What follows belongs to an exercise in optimizing a design on an open flow for small area; a production flow would make more cautious choices. The RTL was checked by simulation tests, not by an equivalence proof against the original design. No activity file was given, so power comes from the tool's default toggle rates.

== oak ==
## sha256_main_round
module sha256_main_round
(
    input  logic         clk,
    input  logic         reset_n,
    input  logic         msg_init,
    input  logic         w_vld,
    input  logic [5:0]   w_cnt,
    input  logic [31:0]  Wt,
    output logic         busy,
    output logic         blk_done,
    output logic         seq_err,
    output logic [255:0] digest
);
For scale: ~3,600 cells after synthesis, roughly 300 I/O pins, ~38,000 µm² of cells after synthesis.
Settings: LEC_CHECK=0, CAP_MARGIN=20, CORE_MARGIN=2, CORE_UTILIZATION=76, CTS_BUF_LIST=sky130_fd_sc_hd__clkbuf_8, CTS_CLUSTER_DIAMETER=70, CTS_CLUSTER_SIZE=14, SETUP_SLACK_MARGIN=0.15, SLEW_MARGIN=20; clock period 8.0 ns.
standard.sh (not shown) runs the stock make flow with config.mk's settings and CLKGATE_MAP_FILE= SYNTH_SCRIPT=/design/flow/synth_recipe.tcl, a recipe that flattens the netlist after the stock synthesis.
==> flow/flow/run.sh <==
#!/bin/bash
# Own layout flow: the standard flow with these changes.
#  1. After the standard synthesis, flow/fixinv.py cleans up polarity: it
#     removes inverters around full-adder cells (a full adder is self-dual, so
#     a cell can take all its inputs and give all its outputs complemented) and
#     swaps gates for their complements (nand2 <-> and2, ...) where that saves
#     area. Registers are untouched.
#  2. Port buffers are the smallest buffer, sky130_fd_sc_hd__buf_1.
# Each tool's output goes to a log of its own in this folder.
set -euo pipefail
R=orfs/results/${FLOW_PLATFORM}/sha256_main_round/base
bash standard.sh "$PWD/$R/1_2_yosys.v" > synth.log 2>&1
cp "$R/1_2_yosys.v" 1_2_yosys.orig.v
python3 flow/fixinv.py 1_2_yosys.orig.v "$R/1_2_yosys.v" > fixinv.log 2>&1
bash standard.sh "BUFFER_PORTS_ARGS=-buffer_cell sky130_fd_sc_hd__buf_1" finish > layout.log 2>&1
Other scripts of this flow, unchanged in this note and not shown: flow/flow/fixinv.py
To summarise oak: no stage aborted, but the layout did not pass its checks, failing on setup timing.
The inputs of pine differ from those of oak as listed below.
==> flow/config.mk <==
export PLATFORM = sky130hd
export DESIGN_NAME = sha256_main_round
export DESIGN_NICKNAME = sha256_main_round
export VERILOG_FILES = /design/flow/design.v
export SDC_FILE = /design/flow/constraint.sdc
export NUM_CORES = 4
export LEC_CHECK = 0
export CAP_MARGIN = 20
export CORE_MARGIN = 2
export CORE_UTILIZATION = 72
export CTS_CLUSTER_DIAMETER = 90
export CTS_CLUSTER_SIZE = 22
export GPL_TIMING_DRIVEN = 0
export SETUP_SLACK_MARGIN = 0.15
export SLEW_MARGIN = 20
==> results.txt <==
- In the summary table, pine is marked failed, with error GRT-0232 raised in global routing (5_1_grt).
- Compared with oak, pine shows a maximum level of the CTS H-tree that is 1 lower.
- Higher count of input and output buffers goes to oak over pine.
- oak → pine: total placed cells including tap cells grew by about 1.4%, effective utilization at floorplan shrank by 3.9 points, row count grew by 2.4%, count of buffers added by post-CTS timing repair for setup grew by 25.
- On pine: number of gates given a new drive strength after cts is 300 higher than what oak gave.
The inputs of birch differ from those of pine as listed below.
==> flow/config.mk <==
export PLATFORM = sky130hd
export DESIGN_NAME = sha256_main_round
export DESIGN_NICKNAME = sha256_main_round
export VERILOG_FILES = /design/flow/design.v
export SDC_FILE = /design/flow/constraint.sdc
export NUM_CORES = 4
export LEC_CHECK = 0
export CAP_MARGIN = 10
export CORE_MARGIN = 2
export CORE_UTILIZATION = 72
export CTS_CLUSTER_DIAMETER = 90
export CTS_CLUSTER_SIZE = 22
export SETUP_SLACK_MARGIN = 0.15
export SLEW_MARGIN = 10
==> comparison <==
birch: PASS, flow complete, no timing, DRC or antenna violations
Relative to pine, the instance count after placement with tap cells included of birch is lower by 30.
NOTE: post-place instance area in birch exceeds that of pine
| detailed placement HPWL | birch vs pine | about 14% lower |
The inputs of maple differ from those of birch as listed below.
==> flow/config.mk <==
export PLATFORM = sky130hd
export DESIGN_NAME = sha256_main_round
export DESIGN_NICKNAME = sha256_main_round
export VERILOG_FILES = /design/flow/design.v
export SDC_FILE = /design/flow/constraint.sdc
export NUM_CORES = 4
export LEC_CHECK = 0
export CAP_MARGIN = 20
export CORE_MARGIN = 2
export CORE_UTILIZATION = 65
export CTS_BUF_LIST = sky130_fd_sc_hd__clkbuf_8
export CTS_CLUSTER_DIAMETER = 70
export CTS_CLUSTER_SIZE = 14
export SETUP_SLACK_MARGIN = 0.05
export SLEW_MARGIN = 20
==> comparison <==
Changes observed in maple relative to birch: hold slack picked up an extra 7.7 ps, area growth from synthesis to final layout picked up an extra 0.75 points, sequential share of cell area lost 0.22 points, depth of the worst hold-timing path lost 1, worst setup slack picked up an extra 38 ps. In the metrics for birch and maple, the one carrying the lower met2 layer wire length in the routed design is maple. Compared with birch, the detailed router inserted fewer vias in maple.
> inputs changed (maple -> cedar)
==> flow/config.mk <==
export PLATFORM = sky130hd
export DESIGN_NAME = sha256_main_round
export DESIGN_NICKNAME = sha256_main_round
export VERILOG_FILES = /design/flow/design.v
export SDC_FILE = /design/flow/constraint.sdc
export NUM_CORES = 4
export LEC_CHECK = 0
export CAP_MARGIN = 20
export CORE_MARGIN = 2
export CORE_UTILIZATION = 72
export CTS_BUF_LIST = sky130_fd_sc_hd__clkbuf_8
export CTS_CLUSTER_DIAMETER = 70
export CTS_CLUSTER_SIZE = 14
export SETUP_SLACK_MARGIN = 0.15
export SLEW_MARGIN = 20
export TNS_END_PERCENT = 5
Findings:
cedar: done, clean on timing, DRC and antenna. Where total non-filler cell area in the finished layout is concerned, maple is outperformed by cedar. Summary of cedar over maple: clock-buffer cell count down 3; clock latency on the worst-skew pair moved up. Going from maple to cedar, aggregate routed wire length moved up; share of the clock period used by the worst path after layout neither gained nor lost much. When cedar is measured against maple, its worst slack on hold paths turns out 6.3 ps lower. cedar ended with more weighted congestion reported at the end of routability-driven placement than maple.

---

Setup of rev 12:
sha256_main_round again, from the RTL that the note above started with.
clock: 8.0 ns
lec_check: 0
cap_margin: 20
core_margin: 2
core_utilization: 72
cts_buf_list: sky130_fd_sc_hd__clkbuf_8
cts_cluster_diameter: 70
cts_cluster_size: 14
gpl_routability_driven: 0
setup_slack_margin: 0.15
slew_margin: 20
Scripts as last shown in full above: flow/flow/run.sh
Other scripts of this flow, unchanged in this note and not shown: flow/flow/fixinv.py
The following lists how rev 13 was set up differently from rev 12:
# rev 12
export LEC_CHECK = 0
export CAP_MARGIN = 20
export CORE_MARGIN = 2
export CORE_UTILIZATION = 72
export CTS_BUF_LIST = sky130_fd_sc_hd__clkbuf_8
export CTS_CLUSTER_DIAMETER = 70
export CTS_CLUSTER_SIZE = 14
export GPL_ROUTABILITY_DRIVEN = 0
export SETUP_SLACK_MARGIN = 0.15
export SLEW_MARGIN = 20
create_clock -name core_clock -period 8.0 [get_ports {clk}]
# rev 13
export LEC_CHECK = 0
export CAP_MARGIN = 20
export CORE_MARGIN = 2
export CORE_UTILIZATION = 72
export CTS_CLUSTER_DIAMETER = 90
export CTS_CLUSTER_SIZE = 22
export PLACE_DENSITY = 0.75
export SETUP_SLACK_MARGIN = 0.15
export SLEW_MARGIN = 20
create_clock -name core_clock -period 8.0 [get_ports {clk}]
Findings:
~same share of power burned in combinational logic in rev 12 and rev 13. From rev 12 to rev 13 the numbers moved as follows: maximum fanout count along the critical path climbed 12, post-detailed-routing wire length increased by 9.9% relative to the old numbers, clock-buffer cell count picked up an extra 1. Comparing rev 13 against rev 12, there is no change at all in number of logic inverters in the finished layout. Rev 13: critical path depth higher than rev 12. As far as leakage power is concerned, rev 13 and rev 12 perform about the same.

[re-timing with driven ports]
Ports are ideal in the flow. The routed layouts listed here were re-timed in OpenROAD.
Step 1 sets driving cells, clkbuf_16 on the clock port and buf_2 on the other inputs (assumed; they add their load-dependent delay and slew).
Step 2 times the ports against the registers' clock, not the clock port: input delays grow and output delays shrink by t, the midpoint of the rising clock arrivals with the driver on.
a / b / c = ideal / step 1 / step 2; a / b = the first two.
run	t, ns	slack for setup (ns)	worst hold slack (ns)
oak	0.753	-0.024 / -0.024 / -0.024	0.531 / 0.531 / 0.531
birch	0.720	0.139 / 0.139 / 0.139	0.521 / 0.521 / 0.521
maple	0.744	0.178 / 0.178 / 0.178	0.529 / 0.529 / 0.529
cedar	0.787	0.182 / 0.182 / 0.182	0.523 / 0.523 / 0.523
rev 12	0.742	0.287 / 0.287 / 0.287	0.509 / 0.509 / 0.509
rev 13	0.720	0.139 / 0.139 / 0.139	0.521 / 0.521 / 0.521
